From an optimization exercise on the open Yosys and OpenROAD flow, aimed at small area and a short achievable clock period; shortcuts taken in it are not production practice. In this exercise RTL edits were held to simulation tests only and were not proved equivalent to the original. Power and IR drop assume default switching activity.

==> design/flow/design.v <==
`default_nettype none
package trace_pkg;
  localparam int num_rules       = 2;
  localparam int buf_bytes       = 4;
  localparam int buf_width       = buf_bytes * 8;
  localparam int fifo_depth      = 16;
  localparam int fifo_addr_width = 4;
  typedef struct packed {
    logic [15-num_rules-8:0] pad;    
    logic [num_rules-1:0]    rules;
    logic [7:0]              stamp;
  } event_t;
  localparam logic [7:0] reg_ctrl         = 8'h00;
  localparam logic [7:0] reg_rule_en      = 8'h01;
  localparam logic [7:0] reg_trig_en      = 8'h02;
  localparam logic [7:0] reg_trig_delay   = 8'h03;
  localparam logic [7:0] reg_trig_width   = 8'h04;
  localparam logic [7:0] reg_status       = 8'h05;
  localparam logic [7:0] reg_fifo_lo      = 8'h06;
  localparam logic [7:0] reg_fifo_hi      = 8'h07;
  localparam logic [7:0] reg_count0       = 8'h08;
  localparam logic [7:0] reg_count1       = 8'h09;
  localparam logic [7:0] reg_pattern_base = 8'h10;    
  localparam logic [7:0] reg_mask_base    = 8'h20;    
  localparam logic [1:0] trig_idle  = 2'd0;
  localparam logic [1:0] trig_wait  = 2'd1;
  localparam logic [1:0] trig_pulse = 2'd2;
endpackage
`default_nettype wire
`timescale 1ns/1ps
`default_nettype none
import trace_pkg::*;
module trace_regs (
  input  logic                     fe_clk,
  input  logic                     reset,
  input  logic [7:0]               reg_addr,
  input  logic [7:0]               reg_wdata,
  input  logic                     reg_write,
  input  logic                     reg_read,
  output logic [7:0]               reg_rdata,
  input  logic [7:0]               match_count0,
  input  logic [7:0]               match_count1,
  input  trace_pkg::event_t                   fifo_head,
  input  logic                     fifo_empty,
  input  logic                     fifo_full,
  input  logic                     fifo_overflow,
  input  logic                     trig_busy,
  output logic                     fifo_pop,
  output logic [buf_width-1:0]     cfg_pattern0,
  output logic [buf_width-1:0]     cfg_pattern1,
  output logic [buf_width-1:0]     cfg_mask0,
  output logic [buf_width-1:0]     cfg_mask1,
  output logic [num_rules-1:0]     cfg_rule_en,
  output logic [num_rules-1:0]     cfg_trig_en,
  output logic                     cfg_armed,
  output logic                     cfg_arm_pulse,    
  output logic [7:0]               cfg_trig_delay,
  output logic [7:0]               cfg_trig_width
);
  logic [7:0] addr;
  logic       in_pattern;
  logic       in_mask;
  logic       rule_sel;
  logic [4:0] bit_base;      
  logic [7:0] rd_value;
  assign addr       = reg_addr;
  assign in_pattern = ({addr[7:3], 3'b000} == reg_pattern_base);
  assign in_mask    = ({addr[7:3], 3'b000} == reg_mask_base);
  assign rule_sel   = addr[2];
  assign bit_base   = {addr[1:0], 3'b000};
  assign fifo_pop = reg_read && (reg_addr == reg_fifo_hi) && !fifo_empty;
  always_ff @(posedge fe_clk) begin
    if (reset) begin
      cfg_armed      <= 1'b0;
      cfg_arm_pulse  <= 1'b0;
      cfg_rule_en    <= '0;
      cfg_trig_en    <= '0;
      cfg_trig_delay <= '0;
      cfg_trig_width <= '0;
      cfg_pattern0   <= '0;
      cfg_pattern1   <= '0;
      cfg_mask0      <= '0;
      cfg_mask1      <= '0;
    end else begin
      cfg_arm_pulse <= 1'b0;
      if (reg_write) begin
        case (reg_addr)
          reg_ctrl: begin
            cfg_armed     <= reg_wdata[0];
            cfg_arm_pulse <= reg_wdata[0];    
          end
          reg_rule_en:    cfg_rule_en    <= reg_wdata[num_rules-1:0];
          reg_trig_en:    cfg_trig_en    <= reg_wdata[num_rules-1:0];
          reg_trig_delay: cfg_trig_delay <= reg_wdata;
          reg_trig_width: cfg_trig_width <= reg_wdata;
          default: begin
            if (in_pattern) begin
              if (rule_sel) cfg_pattern1[bit_base +: 8] <= reg_wdata;
              else          cfg_pattern0[bit_base +: 8] <= reg_wdata;
            end
            if (in_mask) begin
              if (rule_sel) cfg_mask1[bit_base +: 8] <= reg_wdata;
              else          cfg_mask0[bit_base +: 8] <= reg_wdata;
            end
          end
        endcase
      end
    end
  end
  always_comb begin
    rd_value = 8'h00;
    case (reg_addr)
      reg_ctrl:       rd_value = {7'b0, cfg_armed};
      reg_rule_en:    rd_value = {{(8-num_rules){1'b0}}, cfg_rule_en};
      reg_trig_en:    rd_value = {{(8-num_rules){1'b0}}, cfg_trig_en};
      reg_trig_delay: rd_value = cfg_trig_delay;
      reg_trig_width: rd_value = cfg_trig_width;
      reg_status:     rd_value = {4'b0, trig_busy, fifo_overflow, fifo_full, fifo_empty};
      reg_fifo_lo:    rd_value = fifo_empty ? 8'h00 : fifo_head[7:0];
      reg_fifo_hi:    rd_value = fifo_empty ? 8'h00 : fifo_head[15:8];
      reg_count0:     rd_value = match_count0;
      reg_count1:     rd_value = match_count1;
      default: begin
        if (in_pattern)
          rd_value = rule_sel ? cfg_pattern1[bit_base +: 8] : cfg_pattern0[bit_base +: 8];
        else if (in_mask)
          rd_value = rule_sel ? cfg_mask1[bit_base +: 8] : cfg_mask0[bit_base +: 8];
      end
    endcase
  end
  always_ff @(posedge fe_clk) begin
    if (reset)
      reg_rdata <= 8'h00;
    else if (reg_read)
      reg_rdata <= rd_value;
  end
endmodule
`default_nettype wire
`timescale 1ns/1ps
`default_nettype none
import trace_pkg::*;
module pattern_matcher (
  input  logic                 fe_clk,
  input  logic                 reset,
  input  logic [7:0]           trace_data,
  input  logic                 trace_valid,
  input  logic [buf_width-1:0] cfg_pattern0,
  input  logic [buf_width-1:0] cfg_pattern1,
  input  logic [buf_width-1:0] cfg_mask0,
  input  logic [buf_width-1:0] cfg_mask1,
  input  logic [num_rules-1:0] cfg_rule_en,
  output logic [num_rules-1:0] match,
  output logic                 byte_seen,
  output logic [7:0]           match_count0,
  output logic [7:0]           match_count1
);
  logic [buf_width-1:0] trace_buf;    
  logic [num_rules-1:0] hit;
  always_ff @(posedge fe_clk) begin
    if (reset) begin
      trace_buf <= '0;
      byte_seen <= 1'b0;
    end else begin
      byte_seen <= trace_valid;
      if (trace_valid)
        trace_buf <= {trace_buf[buf_width-9:0], trace_data};
    end
  end
  assign hit[0] = cfg_rule_en[0] && (((trace_buf ^ cfg_pattern0) & cfg_mask0) == '0);
  assign hit[1] = cfg_rule_en[1] && (((trace_buf ^ cfg_pattern1) & cfg_mask1) == '0);
  always_ff @(posedge fe_clk) begin
    if (reset)
      match <= '0;
    else
      match <= byte_seen ? hit : '0;    
  end
  always_ff @(posedge fe_clk) begin
    if (reset) begin
      match_count0 <= 8'h00;
      match_count1 <= 8'h00;
    end else begin
      if (match[0] && match_count0 != 8'hff)
        match_count0 <= match_count0 + 8'd1;
      if (match[1] && match_count1 != 8'hff)
        match_count1 <= match_count1 + 8'd1;
    end
  end
endmodule
`default_nettype wire
`timescale 1ns/1ps
`default_nettype none
import trace_pkg::*;
module event_capture (
  input  logic                 fe_clk,
  input  logic                 reset,
  input  logic [num_rules-1:0] match,
  input  logic                 byte_seen,
  input  logic                 cfg_armed,
  input  logic                 cfg_arm_pulse,
  output logic                 ev_write,
  output trace_pkg::event_t               ev_data
);
  logic [7:0] stamp;    
  always_ff @(posedge fe_clk) begin
    if (reset)
      stamp <= 8'h00;
    else if (cfg_arm_pulse)
      stamp <= 8'h00;
    else if (byte_seen)
      stamp <= stamp + 8'd1;
  end
  always_ff @(posedge fe_clk) begin
    if (reset)
      ev_write <= 1'b0;
    else
      ev_write <= cfg_armed && (match != '0);
  end
  always_ff @(posedge fe_clk) begin
    ev_data.pad   <= '0;
    ev_data.rules <= match;
    ev_data.stamp <= stamp;
  end
endmodule
`default_nettype wire
`timescale 1ns/1ps
`default_nettype none
import trace_pkg::*;
module event_fifo (
  input  logic   fe_clk,
  input  logic   reset,
  input  logic   ev_write,
  input  trace_pkg::event_t ev_data,
  input  logic   pop,
  input  logic   clear_overflow,
  output trace_pkg::event_t head,
  output logic   empty,
  output logic   full,
  output logic   overflow
);
  logic [15:0]              mem [fifo_depth];
  logic [fifo_addr_width:0] wr_ptr;    
  logic [fifo_addr_width:0] rd_ptr;
  assign empty = (wr_ptr == rd_ptr);
  assign full  = (wr_ptr[fifo_addr_width] != rd_ptr[fifo_addr_width]) &&
                 (wr_ptr[fifo_addr_width-1:0] == rd_ptr[fifo_addr_width-1:0]);
  assign head  = mem[rd_ptr[fifo_addr_width-1:0]];
  always_ff @(posedge fe_clk) begin
    if (ev_write && !full)
      mem[wr_ptr[fifo_addr_width-1:0]] <= ev_data;
  end
  always_ff @(posedge fe_clk) begin
    if (reset) begin
      wr_ptr   <= '0;
      rd_ptr   <= '0;
      overflow <= 1'b0;
    end else begin
      if (clear_overflow)
        overflow <= 1'b0;
      if (ev_write && full)
        overflow <= 1'b1;    
      else if (ev_write)
        wr_ptr <= wr_ptr + 1'b1;
      if (pop && !empty)
        rd_ptr <= rd_ptr + 1'b1;
    end
  end
endmodule
`default_nettype wire
`timescale 1ns/1ps
`default_nettype none
import trace_pkg::*;
module trigger_pulse (
  input  logic                 fe_clk,
  input  logic                 reset,
  input  logic [num_rules-1:0] match,
  input  logic                 cfg_armed,
  input  logic [num_rules-1:0] cfg_trig_en,
  input  logic [7:0]           cfg_trig_delay,
  input  logic [7:0]           cfg_trig_width,
  output logic                 trig_out,
  output logic                 busy
);
  logic [1:0] state;
  logic [7:0] cnt;    
  assign busy = (state != trig_idle);
  always_ff @(posedge fe_clk) begin
    if (reset) begin
      state    <= trig_idle;
      cnt      <= 8'h00;
      trig_out <= 1'b0;
    end else begin
      case (state)
        trig_idle: begin
          if (cfg_armed && (match & cfg_trig_en) != '0) begin
            state <= trig_wait;
            cnt   <= cfg_trig_delay;
          end
        end
        trig_wait: begin
          if (cnt == 8'h00) begin
            state    <= trig_pulse;
            trig_out <= 1'b1;
            cnt      <= (cfg_trig_width == 8'h00) ? 8'h00 : cfg_trig_width - 8'd1;
          end else
            cnt <= cnt - 8'd1;
        end
        trig_pulse: begin
          if (cnt == 8'h00) begin
            state    <= trig_idle;
            trig_out <= 1'b0;
          end else
            cnt <= cnt - 8'd1;
        end
        default: state <= trig_idle;
      endcase
    end
  end
endmodule
`default_nettype wire
`timescale 1ns/1ps
`default_nettype none
import trace_pkg::*;
module trace_top (
  input  logic       fe_clk,
  input  logic       reset,
  input  logic [7:0] reg_addr,
  input  logic [7:0] reg_wdata,
  input  logic       reg_write,
  input  logic       reg_read,
  output logic [7:0] reg_rdata,
  input  logic [7:0] trace_data,
  input  logic       trace_valid,
  output logic       capturing,
  output logic       trig_out
);
  logic [num_rules-1:0] match;
  logic                 byte_seen;
  logic [7:0]           match_count0;
  logic [7:0]           match_count1;
  logic                 ev_write;
  trace_pkg::event_t               ev_data;
  logic                 fifo_pop;
  trace_pkg::event_t               fifo_head;
  logic                 fifo_empty;
  logic                 fifo_full;
  logic                 fifo_overflow;
  logic                 trig_busy;
  logic [buf_width-1:0] cfg_pattern0;
  logic [buf_width-1:0] cfg_pattern1;
  logic [buf_width-1:0] cfg_mask0;
  logic [buf_width-1:0] cfg_mask1;
  logic [num_rules-1:0] cfg_rule_en;
  logic [num_rules-1:0] cfg_trig_en;
  logic                 cfg_armed;
  logic                 cfg_arm_pulse;
  logic [7:0]           cfg_trig_delay;
  logic [7:0]           cfg_trig_width;
  assign capturing = cfg_armed;
  trace_regs u_regs (
    .fe_clk         (fe_clk),
    .reset          (reset),
    .reg_addr       (reg_addr),
    .reg_wdata      (reg_wdata),
    .reg_write      (reg_write),
    .reg_read       (reg_read),
    .reg_rdata      (reg_rdata),
    .match_count0   (match_count0),
    .match_count1   (match_count1),
    .fifo_head      (fifo_head),
    .fifo_empty     (fifo_empty),
    .fifo_full      (fifo_full),
    .fifo_overflow  (fifo_overflow),
    .trig_busy      (trig_busy),
    .fifo_pop       (fifo_pop),
    .cfg_pattern0   (cfg_pattern0),
    .cfg_pattern1   (cfg_pattern1),
    .cfg_mask0      (cfg_mask0),
    .cfg_mask1      (cfg_mask1),
    .cfg_rule_en    (cfg_rule_en),
    .cfg_trig_en    (cfg_trig_en),
    .cfg_armed      (cfg_armed),
    .cfg_arm_pulse  (cfg_arm_pulse),
    .cfg_trig_delay (cfg_trig_delay),
    .cfg_trig_width (cfg_trig_width)
  );
  pattern_matcher u_matcher (
    .fe_clk       (fe_clk),
    .reset        (reset),
    .trace_data   (trace_data),
    .trace_valid  (trace_valid),
    .cfg_pattern0 (cfg_pattern0),
    .cfg_pattern1 (cfg_pattern1),
    .cfg_mask0    (cfg_mask0),
    .cfg_mask1    (cfg_mask1),
    .cfg_rule_en  (cfg_rule_en),
    .match        (match),
    .byte_seen    (byte_seen),
    .match_count0 (match_count0),
    .match_count1 (match_count1)
  );
  event_capture u_capture (
    .fe_clk        (fe_clk),
    .reset         (reset),
    .match         (match),
    .byte_seen     (byte_seen),
    .cfg_armed     (cfg_armed),
    .cfg_arm_pulse (cfg_arm_pulse),
    .ev_write      (ev_write),
    .ev_data       (ev_data)
  );
  event_fifo u_fifo (
    .fe_clk         (fe_clk),
    .reset          (reset),
    .ev_write       (ev_write),
    .ev_data        (ev_data),
    .pop            (fifo_pop),
    .clear_overflow (cfg_arm_pulse),
    .head           (fifo_head),
    .empty          (fifo_empty),
    .full           (fifo_full),
    .overflow       (fifo_overflow)
  );
  trigger_pulse u_trigger (
    .fe_clk         (fe_clk),
    .reset          (reset),
    .match          (match),
    .cfg_armed      (cfg_armed),
    .cfg_trig_en    (cfg_trig_en),
    .cfg_trig_delay (cfg_trig_delay),
    .cfg_trig_width (cfg_trig_width),
    .trig_out       (trig_out),
    .busy           (trig_busy)
  );
endmodule
`default_nettype wire
==> design/flow/run.sh <==
#!/bin/bash
# synth_recipe.tcl (not shown) runs the flow's synth.tcl, then flattens the netlist and writes it again
# the make line also repeats each setting of config.mk as NAME=value (left out here)
make -C /OpenROAD-flow-scripts/flow DESIGN_CONFIG=/design/flow/config.mk WORK_HOME=/design/flow/orfs CLKGATE_MAP_FILE= SYNTH_SCRIPT=/design/flow/synth_recipe.tcl finish
==> design/flow/config.mk <==
export PLATFORM = sky130hd
export DESIGN_NAME = trace_top
export DESIGN_NICKNAME = trace_top
export VERILOG_FILES = /design/flow/design.v
export SDC_FILE = /design/flow/constraint.sdc
export NUM_CORES = 4
export LEC_CHECK = 0
export CAP_MARGIN = 20
export CORE_MARGIN = 2
export CORE_UTILIZATION = 40
export SLEW_MARGIN = 20
==> design/flow/constraint.sdc <==
create_clock -name core_clock -period 4.0 [get_ports {fe_clk}]
set_input_delay 0.8000 -clock core_clock [delete_from_list [all_inputs] [get_ports {fe_clk}]]
set_output_delay 0.8000 -clock core_clock [all_outputs]
set_load 0.01 [all_outputs]
==> run notes, run 1 <==
- Outcome: timing/DRC/antenna clean
- Final nets: 1632
- Routed vias: 13200
- Die X: about 220 um
- Post-Route WL: approximately 52000 um
- Worst flop-to-flop path endpoint: u_fifo.mem[10][1]
- Endpoints failing setup: 0
- Most frequent cell after synthesis: dfxtp_1
- YS warnings: 5
- CTS tree: built
- Layout Cells excl Fill: between 2000 and 2500
- Hold Path Class: reg -> reg
- R2R Setup Slk: approximately 1.1 ns
- DRC violations left: 0
- List of most frequent post-synthesis cells: 254 x dfxtp_1, 247 x nor2_1, 160 x edfxtp_1
- CP startpoint kind: primary input
- Cell Chain, Critical Path: clkdlybuf4s50_1 -> or4_1 -> nor4b_2 -> nand2_1 -> o21ai_0 -> a211oi_1 -> a2111oi_0
- Slowest-stage cell, CP: or4_1
- Period utilization: 0.741
- Die Ht: 217 um
- HPWL Detailed: 34700 um
- WL/cell: around 24 um
- Total Neg Setup Slack: 0 ns
- Gate power share: 0.059
- DR iter-0 viols: 1267
- Ys flop type: dfxtp_1
- Hold path endpoint: u_capture.ev_data[7]
- R2R cell count: 6
- Antenna Nets Post-Route: 0
- Worst Path Required: 4.44 ns
- FFs w/ async S/R, synth: 0
- Worst-margin pin slew: 1.20 ns
- Worst-path clk slew: around 0.060 ns
- WHS Path Cells: 0
- Vias in the first global route: ~13000
- CTS resizes: 0
- Post-CTS Repair Setup Buffers: 0
- Placed cells: between 2000 and 2500
- Critical Path Sink Type: flip-flop
- Max-slew violations: 0
- Net Sw Frac: 0.236
- Core area: 0.0452 mm^2
- Peak supply drop: between 0.3 and 0.4 mV
- Initial core utilization: 0.403
- Final Wtd Congestion: 0.937
- Layout cell share with drive strength beyond 1: 0.130
- Syn_nets: 1612
- Mean Syn Cell Area: 11.7 um^2
- Die area: 0.0473 mm^2
- Root buffer cell: clkbuf_16
- Num CTS Buffers: 46
- Clock skew: 0.0303 ns
- Pwr Density: 441 mW/mm^2
- Post-CTS Hold Buffers: 0
- Max clock buf depth: 3
- P_leak: 7.38 nW
- Max_slew headroom: 0.196
- Grt ovf: 0
- Net Sw Power: 2.17 mW
- Largest net degree at the start of global routing: 52
- Global Route Usage Sum: 0.221
- Clk sinks: about 410
- Post-synth cell types: 67
- Worst stage delay on the critical path: 0.67 ns
- Layout area overhead: 14.1%
- Seq pwr share: 0.483
- Unrepaired setup endpoints after global routing: no
- Post-synthesis sequential area ratio: 0.543
- Diode count: 0
- Tmin final: 2.96 ns
- MaxCap Viol Count: 0
- Vias/cell: 5.96
- Total internal power: approximately 7 mW
- Yosys top cell area share: 0.279
- Worst r2r src: u_fifo.wr_ptr[2]
- First-pass GRT wire length: a little under 80000 um
- Post-synth EDFFs: 160
- Max Fanout on Critical Path: 8
- Clk pwr share: 0.458
- Flops & latches, synth: 414
- Hold Fails Final Rpt: 0
- Cell count after synthesis: ~1600
- Count of filler cells inserted in the layout: between 4000 and 5000
- Latest clock arrival within the worst-skew pair: 0.60 ns
- Rows: 78
- Top-Level Pins: 39
- # H-tree levels: 2
- Pre-antenna DRT Iters: 5
- Largest cells by area after synthesis: dfxtp_1 28%, edfxtp_1 26%, mux4_2 9.1%, a32oi_1 6.2%, nor2_1 5.1%
- Port Buffers: 38
- F_max: 337 MHz
- Initial antenna violation count: 0
- Area leader, netlist: dfxtp_1
- Crit path kind: in -> reg
- Critical Path AT: between 3 and 4 ns
- Hold Startpoint: u_capture.stamp[7]
- Synth Cell Area: ~0.018 mm^2
-- power by group through the flow --
stage          clock [mW]  combinational, mW  sequential [mW]
2_1_floorplan           0              0.379             4.51
3_3_place_gp            0              0.529             4.52
3_5_place_dp            0              0.534             4.52
4_1_cts              4.28              0.537             4.43
5_1_grt              4.45              0.585             4.43
6_report             4.20              0.542             4.43
-- logic make-up (layout without fill, tap and decap cells) --
| kind of cell | after synthesis | count (layout) | synth area share |
|---|---|---|---|
| AO/OA/AOI/OAI | 296 | 296 | 0.127 |
| adder cells (fa/ha/maj) | 23 | 23 | 0.0158 |
| XOR/XNOR | 103 | 103 | 0.0495 |
| flip-flops | 414 | 414 | 0.543 |
| buffers and inverters | 134 | 187 | 0.0290 |
| multiplexers | 134 | 134 | 0.124 |
| AND/OR/NAND/NOR | 456 | 456 | 0.112 |
-- layout by cell type, fill, tap and decap left out, types with 19 or more instances in the layout --
master,n
buf_4,47
nor3_1,22
mux4_2,74
ha_1,23
a21oi_1,50
dfxtp_1,253
clkbuf_16,47
mux2i_1,59
nand2_1,83
a32oi_1,130
nor2_1,245
clkdlybuf4s50_1,33
inv_1,19
edfxtp_1,160
xor2_1,88
-- worst max path at each step --
stage	start	end	slack [ns]	cells after the start
after floorplan	reg_addr[0]	u_regs.reg_rdata[4]	1.17	10
after global placement	reg_addr[6]	u_regs.reg_rdata[5]	0.68	7
after detailed placement	reg_addr[5]	u_regs.reg_rdata[5]	0.55	7
after CTS	reg_addr[6]	u_regs.reg_rdata[5]	1.12	7
after global routing	reg_addr[6]	u_regs.reg_rdata[5]	0.87	7
final	reg_addr[5]	u_regs.reg_rdata[5]	1.04	7
-- worst max-delay path, delay by kind of cell --
family / cells / cell delay [ns]
AND/OR/NAND/NOR: 3 / 1.45
buffers and inverters: 1 / 0.49
AO/OA/AOI/OAI: 3 / 0.66
-- per-layer routing --
layer	part of all wire	track usage	vias up	wire length, um
met5	0	0	-	0
met4	0.039	0.0895	0	2020
met3	0.073	0.0388	117	3840
met2	0.45	0.344	552	23800
met1	0.43	0.306	6573	22700
li1	-	-	5955	-
-- registers in the layout, summed over array words and instances, names as in the netlist, 10 cells and up, named ones only --
register,count
u_fifo.mem,160
u_regs.cfg_pattern0,32
u_regs.cfg_mask0,32
u_matcher.trace_buf,32
u_regs.cfg_mask1,32
u_capture.ev_data,10
u_regs.cfg_pattern1,32
-- area by class of cell --
type | count | area (um^2) | area share
inverter | 20 | 75.1 | 0.00361
multi-input combinational | 1012 | 7840 | 0.377
clock buffer | 61 | 1270 | 0.0610
timing repair buffer | 86 | 734 | 0.0353
sequential | 414 | 9890 | 0.476
clock inverter | 20 | 228 | 0.0110
tap | 600 | 751 | 0.0361
-- through the flow --
step / hold slack [ns] / cell area, um^2 / worst slack, ns / total power [mW] / util
floorplan: 0.339 / 18200 / 1.17 / 4.89 / -
global placement: 0.349 / 19300 / 0.682 / 5.05 / 0.427
detailed placement: 0.356 / 19300 / 0.552 / 5.06 / 0.427
CTS: 0.369 / 20800 / 1.12 / 9.25 / 0.460
global route: 0.371 / 20800 / 0.868 / 9.47 / 0.460
finish: 0.365 / 20800 / 1.04 / 9.18 / 0.460
==> run 2: changes to the inputs <==
--- a/design/flow/config.mk
+++ b/design/flow/config.mk
@@ -9,3 +9,4 @@
 export CORE_MARGIN = 2
 export CORE_UTILIZATION = 40
+export SETUP_SLACK_MARGIN = 1.5
 export SLEW_MARGIN = 20
==> run 2 against run 1 <==
Effect of this change:
- largest cell class unchanged
- critical path depth stayed put
- via count is 2.0% higher
- die area stayed put
- still clean on timing, DRC and antenna
- routed wire length is 2.7% higher
- sequential cell count stayed put
- non-clock buffer count is 14 higher
- synthesized cell count stayed put
==> run notes, run 2 <==
- Final Wtd Congestion: approximately 0.92
- Max_slew headroom: 0.203
- Clk pwr share: 0.461
- Yosys top cell area share: 0.279
- Syn_nets: roughly 1600
- Die area: 0.0473 mm^2
- Worst setup margin: 1.52 ns
- Slowest-stage cell, CP: clkdlybuf4s50_1
- Synth Cell Area: 0.0182 mm^2
- Area leader, netlist: dfxtp_1
- Die X: 217 um
- Grt ovf: 0
- Cell count after synthesis: 1560
- Crit path kind: in -> reg
- Port Buffers: 38
- Root buffer cell: clkbuf_16
- Period utilization: 0.620
- DRC violations left: 0
- Net Sw Frac: 0.240
- Post-synthesis sequential area ratio: 0.543
- Gate power share: 0.063
- Critical Path Sink Type: flip-flop
- Worst flop-to-flop path endpoint: u_trigger.cnt[2]
- F_max: 403 MHz
- Die Ht: ~220 um
- DR iter-0 viols: between 1500 and 2000
- # H-tree levels: 2
- Total internal power: 7.08 mW
- Peak supply drop: 0.350 mV
- Worst Path Required: approximately 4.5 ns
- Pre-antenna DRT Iters: 6
- Flops & latches, synth: 414
- Vias in the first global route: 12900
- Final nets: between 1500 and 2000
- HPWL Detailed: between 30000 and 40000 um
- Worst r2r src: u_trigger.cnt[2]
- Unrepaired setup endpoints after global routing: yes
- Max Fanout on Critical Path: 16
- Max reg flops: 160
- Most frequent cells in the layout: 250 x dfxtp_1, 241 x nor2_1, 160 x edfxtp_1
- List of most frequent post-synthesis cells: 254 x dfxtp_1, 247 x nor2_1, 160 x edfxtp_1
- Latest clock arrival within the worst-skew pair: ~0.60 ns
- Top-Level Pins: 39
- Cell Chain, Critical Path: clkdlybuf4s50_1 -> inv_1 -> buf_4 -> ha_1 -> nand2_1 -> a32oi_1 -> nor2_1
- MaxCap Viol Count: 0
- Ys flop type: dfxtp_1
- Clock skew: between 0.03 and 0.04 ns
- Fin area: 0.0212 mm^2
- Endpoints failing setup: 0
- Count of filler cells inserted in the layout: 4002
- Core area: 0.0452 mm^2
- Initial antenna violation count: 0
- Hold path endpoint: u_capture.ev_data[7]
- Rows: 78
- Post-Route WL: 53700 um
- Net Sw Power: 2.23 mW
- Worst-path clk slew: 0.06 ns
- Routed vias: between 10000 and 15000
- Pwr Density: 439 mW/mm^2
- Total Neg Setup Slack: 0 ns
- Critical Path AT: approximately 2.9 ns
- CTS tree: built
- Layout area overhead: 16.5%
- Worst-margin pin slew: 1.19 ns
- Placed Area: 0.0193 mm^2
- Post-synth EDFFs: 160
- Vias/cell: ~6.0
- R2R Setup Slk: 1.61 ns
- R2R cell count: 6
- Mean Syn Cell Area: 11.7 um^2
- Layout cell share with drive strength beyond 1: 0.164
- Hold Startpoint: u_capture.stamp[7]
- Buffers plus inverters on the worst setup path: 3
- Global Route Usage Sum: 0.226
- Most frequent cell after synthesis: dfxtp_1
- Max clock buf depth: 3
- Max-slew violations: 0
- Tmin final: 2.48 ns
- Commonest non-fill, non-tap cell in the layout: dfxtp_1
- Worst stage delay on the critical path: 0.45 ns
- YS warnings: 5
- Seq pwr share: 0.476
- Largest net degree at the start of global routing: 81
- CP startpoint kind: primary input
- Post-synth cell types: 67
- Clk sinks: 414
- First-pass GRT wire length: ~80000 um
- FFs w/ async S/R, synth: 0
- Setup WS pre-CTS: 0.672 ns
- Outcome: timing/DRC/antenna clean
- Hold Fails Final Rpt: 0
- WL/cell: 24.1 um
- Antenna Nets Post-Route: 0
- P_leak: 7.61 nW
- Initial core utilization: 0.403
- Cell family with most CP delay: buffers and inverters
- Diode count: 0
- Hold Path Class: reg -> reg
- Largest cells by area after synthesis: dfxtp_1 28%, edfxtp_1 26%, mux4_2 9.1%, a32oi_1 6.2%, nor2_1 5.1%
- WHS Path Cells: 0
- Num CTS Buffers: 46
==> run 2: cell counts after synthesis <==
No cell type changed its count.
==> run 2: power groups by stage <==
stage / Sequential [mW] / Clock [mW] / Combinational (mW)
2_1_floorplan: 4.51 / 0 / 0.383
4_1_cts: 4.43 / 4.36 / 0.557
3_3_place_gp: 4.52 / 0 / 0.544
6_report: 4.43 / 4.29 / 0.586
3_5_place_dp: 4.52 / 0 / 0.544
5_1_grt: 4.44 / 4.54 / 0.629
==> run 2: worst max path at each step <==
stage / startpoint / endpoint / cells past startpoint
floorplan: reg_addr[0] / u_regs.reg_rdata[4] / 10
CTS: reg_addr[6] / u_regs.cfg_pattern1[15] / 9
finish: reg_addr[1] / u_regs.cfg_pattern0[7] / 7
global placement: reg_addr[1] / u_regs.reg_rdata[6] / 8
global route: reg_addr[3] / u_regs.reg_rdata[5] / 7
detailed placement: reg_addr[1] / u_regs.reg_rdata[5] / 8
==> run 2: worst reg2reg max path, stage by stage, from the launching register on <==
cell and delay [ns]:
dfxtp_1 0.36, or4_4 0.59, or4b_4 0.62, a21oi_4 0.28
o31a_1 0.15, o21ai_1 0.06, a32o_1 0.22
==> run 2: layout make-up <==
class	instances	area, um^2	area share
clock buffers	55	1230	0.0578
flip-flops and latches	414	9900	0.466
clock inverters	31	328	0.0154
well taps	600	751	0.0354
inverters	20	75.1	0.00354
multi-input cells	1013	8060	0.380
repair buffers	100	891	0.0420
==> run 2: through the flow <==
| stage | hold slack, ns | cells | utilization | power [mW] |
|---|---|---|---|---|
| 2_1_floorplan | 0.339 | 1560 | - | 4.89 |
| 3_3_place_gp | 0.347 | 2131 | 0.428 | 5.07 |
| 3_5_place_dp | 0.350 | 2131 | 0.427 | 5.07 |
| 4_1_cts | 0.359 | 2220 | 0.464 | 9.34 |
| 5_1_grt | 0.367 | 2233 | 0.470 | 9.61 |
| 6_report | 0.359 | 2233 | 0.470 | 9.31 |
==> run 2: timing repair <==
item,CTS,global route
cloned,0,1
setup endpoints to repair,274,211
pin swaps,1,7
gates resized for setup,26,32
setup buffers,3,12
hold buffers,0,0
==> run 2: cell families (layout without fill, tap and decap cells) <==
| logic type | after synthesis | after routing | share of synthesized area |
|---|---|---|---|
| XOR/XNOR | 103 | 103 | 0.0495 |
| AND/OR/NAND/NOR | 456 | 456 | 0.112 |
| flip-flops | 414 | 414 | 0.543 |
| multiplexers | 134 | 134 | 0.124 |
| buffers and inverters | 134 | 206 | 0.0290 |
| adder cells (fa/ha/maj) | 23 | 23 | 0.0158 |
| AO/OA/AOI/OAI | 296 | 297 | 0.127 |
==> run 2: per-layer routing <==
metal | vias up | track usage | routed length (um)
met5 | - | 0 | 0
met4 | 0 | 0.0854 | 1810
met3 | 111 | 0.0381 | 4340
met2 | 636 | 0.341 | 24000
met1 | 6701 | 0.325 | 23600
li1 | 6016 | - | -
==> run 3: changes to the inputs <==
--- a/design/flow/config.mk
+++ b/design/flow/config.mk
@@ -6,7 +6,8 @@
 export NUM_CORES = 4
 export LEC_CHECK = 0
+export ABC_CLOCK_PERIOD_IN_PS = 1800
 export CAP_MARGIN = 20
 export CORE_MARGIN = 2
 export CORE_UTILIZATION = 40
-export SETUP_SLACK_MARGIN = 1.5
+export SETUP_SLACK_MARGIN = 2.2
 export SLEW_MARGIN = 20
==> run 3 against run 2 <==
Effect of this change:
- non-clock buffer count is 139 higher
- still clean on timing, DRC and antenna
- sequential share of layout area shrank 6.1 points
- register-to-register slack improved by 0.04 ns
- critical endpoint is now u_trigger.cnt[2]
- largest cell class unchanged
- synthesized area unchanged
==> run notes, run 3 <==
- Compound-cell area share of the yosys netlist: 0.127
- Global Route Usage Sum: 0.244
- Critical Path Sink Type: flip-flop
- Die area: 0.0473 mm^2
- Synth Area in Simple Gates: 0.112
- Most frequent cells in the layout: 228 x nor2_1, 228 x dfxtp_1, 160 x edfxtp_1
- # H-tree levels: 2
- Largest cells by area after synthesis: dfxtp_1 28%, edfxtp_1 26%, mux4_2 9.1%, a32oi_1 6.2%, nor2_1 5.1%
- Layout area overhead: 35.0%
- Worst-margin pin slew: 1.37 ns
- Most frequent cell after synthesis: dfxtp_1
- Worst setup margin: about 1.6 ns
- CTS tree: built
- Max reg flops: 160
- List of most frequent post-synthesis cells: 254 x dfxtp_1, 247 x nor2_1, 160 x edfxtp_1
- Synth Area in Adders: 0.0158
- Synth Cell Area: 0.0182 mm^2
- FFs w/ async S/R, synth: 0
- Rows: 78
- Crit path kind: reg -> reg
- P_leak: 8.88 nW
- Worst-path clk slew: 0.05 ns
- Count of filler cells inserted in the layout: 3670
- Post-synth EDFFs: 160
- Total Neg Setup Slack: 0 ns
- WHS Path Cells: 0
- Critical Path AT: 2.84 ns
- DRC violations left: 0
- Period utilization: 0.589
- Combinational family with the most area after synthesis: compound AO/OA/AOI/OAI gates
- Latest clock arrival within the worst-skew pair: 0.60 ns
- Flops & latches, synth: 414
- Final Wtd Congestion: about 0.92
- Post-CTS Hold Buffers: 0
- Port Buffers: 38
- Unrepaired setup endpoints after global routing: yes
- Diode count: 0
- R2R cell count: 6
- Max_slew headroom: 0.0856
- Root buffer cell: clkbuf_16
- Setup WS pre-CTS: 0.593 ns
- Seq. cell area: about 0.01 mm^2
- Pwr Density: 392 mW/mm^2
- Layout Cells excl Fill: 2370
- CP startpoint kind: flip-flop
- Placed cells: between 2000 and 2500
- R2R Setup Slk: 1.65 ns
- Grt ovf: 0
- Initial antenna violation count: 0
- Clk sinks: 414
- Top-Level Pins: 39
- Fraction of synthesized cell area in xor and xnor cells: 0.0495
- First-pass GRT wire length: just under 90000 um
- Clock skew: 0.0198 ns
- DR iter-0 viols: 1777
- Final nets: about 1800
- Hold Fails Final Rpt: 0
- Mean Syn Cell Area: 11.7 um^2
- Largest net degree at the start of global routing: 139
- Outcome: timing/DRC/antenna clean
- Area leader, netlist: dfxtp_1
- Worst r2r src: u_trigger.cnt[3]
- Hold_ws: ~0.36 ns
- F_max: approximately 420 MHz
- Layout cell share with drive strength beyond 1: 0.341
- Worst Path Required: approximately 4.5 ns
- Syn_nets: 1612
- Yosys top cell area share: 0.279
- Vias in the first global route: 13800
- Die Ht: 217 um
- Multi-input logic area: 0.00931 mm^2
- Post-synthesis sequential area ratio: 0.543
- Peak supply drop: between 0.3 and 0.4 mV
- HPWL Detailed: 35300 um
- Max Fanout on Critical Path: 7
- Cell count after synthesis: 1560
- Initial core utilization: 0.403
- Tmin final: 2.35 ns
- Max-slew violations: 0
- Ys flop type: dfxtp_1
- Post-synthesis mux area share: 0.124
- Post-synth cell types: 67
- Vias/cell: 6.20
- Antenna Nets Post-Route: 0
- Num CTS Buffers: 46
- Hold path endpoint: u_capture.ev_data[7]
- Hold Startpoint: u_capture.stamp[7]
- Endpoints failing setup: 0
- Routed vias: 14700
- Pre-antenna DRT Iters: 6
- MaxCap Viol Count: 0
- Core area: 0.0452 mm^2
- Post-Route WL: just over 60000 um
- YS warnings: 5
- Worst flop-to-flop path endpoint: u_trigger.cnt[2]
- Hold Path Class: reg -> reg
- Power Total: a little under 10 mW
- Max clock buf depth: 3
- WL/cell: approximately 26 um
- Die X: 217 um
[run 3: cell types whose count changed in the layout (fill, tap and decap cells not counted), sizes merged, moves of 2 or more]
cell	previous run	this run
buf	66	213
clkdlybuf4s50	31	8
clkbuf	56	69
clkinv	21	15
dlygate4sd2	0	5
clkinvlp	4	2
inv	22	20
[run 3: worst max-delay path by stage]
stage | start | end | slack, ns
after floorplan | reg_addr[0] | u_regs.reg_rdata[4] | 1.62
after global placement | reg_addr[1] | u_regs.reg_rdata[7] | 0.65
after detailed placement | reg_addr[1] | u_regs.reg_rdata[5] | 0.59
after CTS | u_trigger.cnt[5] | u_trigger.cnt[2] | 1.72
after global routing | u_trigger.cnt[3] | u_trigger.cnt[4] | 1.61
final | u_trigger.cnt[3] | u_trigger.cnt[2] | 1.65
[run 3: layout make-up]
type / count / share of cell area
sequential: 414 / 0.405
multi-input combinational: 1013 / 0.378
timing repair buffer: 239 / 0.120
clock buffer: 62 / 0.0517
tap: 600 / 0.0305
clock inverter: 22 / 0.0110
inverter: 20 / 0.00371
[run 3: repair_timing]
item,4_1_cts,5_1_grt
pin swaps,96,126
buffers inserted,113,38
hold endpoints to repair,0,0
gates resized for setup,298,176
gates cloned,9,11
endpoints found under the setup margin,359,326
[run 3: routing by layer]
| layer | global-route usage | wire length [um] |
|---|---|---|
| met2 | 0.384 | 28300 |
| met3 | 0.0427 | 5610 |
| met4 | 0.0884 | 2910 |
| met1 | 0.337 | 25100 |
| met5 | 0 | 0 |
[run 3: critical path: stages, from the launching register on]
cell and delay [ns]:
dfxtp_2 0.32, or4_4 0.54, or4b_4 0.61, a21oi_4 0.34
o31a_1 0.18, o21ai_1 0.07, a32o_1 0.20
[run 3: cell families (layout without fill, tap and decap cells)]
family          Yosys count  count (layout)
mux                     134             134
xor+xnor                103             103
flops                   414             414
buf+inv                 134             343
simple gates            456             456
compound gates          296             297
fa+ha+maj                23              23
[run 3: power by group]
part           leakage (nW)  internal (mW)  switching (mW)
logic                  4.62          0.376           0.477
clock network         0.754           2.57            1.80
registers              3.51           4.38          0.0474
total                  8.88           7.32            2.32
[run 3: per-stage QoR]
stage                     utilization  instance area [um^2]
after global placement          0.433                 19600
after global routing            0.544                 24600
final                           0.544                 24600
after CTS                       0.514                 23200
after detailed placement        0.433                 19600
after floorplan                     -                 18800

==> separate check: timing with driven ports <==
In the flow no input, the clock included, has a driving cell. The finished layouts below were timed again as built, in two steps. Step 1, drivers: a clkbuf_16 drives fe_clk and a buf_2 each remaining input, both assumed. Step 2 times the ports against the registers' clock, not the clock port: input delays grow and output delays shrink by t, the midpoint of the rising clock arrivals with the driver on. a / b / c = no drivers / after step 1 / after step 2; a / b = the first two.
| run | t, ns | slack for setup (ns) | worst hold slack (ns) | worst setup path after step 2 | clock arrival spread, ns |
|---|---|---|---|---|---|
| run 1 | 0.643 | 1.036 / 1.069 / 0.426 | 0.365 / 0.365 / 0.365 | input to register | 0.034 / 0.034 |
| run 2 | 0.639 | 1.521 / 1.496 / 0.905 | 0.359 / 0.359 / 0.359 | input to register | 0.034 / 0.033 |
| run 3 | 0.655 | 1.645 / 1.645 / 1.298 | 0.358 / 0.358 / 0.358 | input to register | 0.030 / 0.030 |
After both steps every run listed still meets setup and hold. For run 2, which loses most, drivers alone change the setup slack by -0.025 ns; drivers and shift together by -0.616 ns.
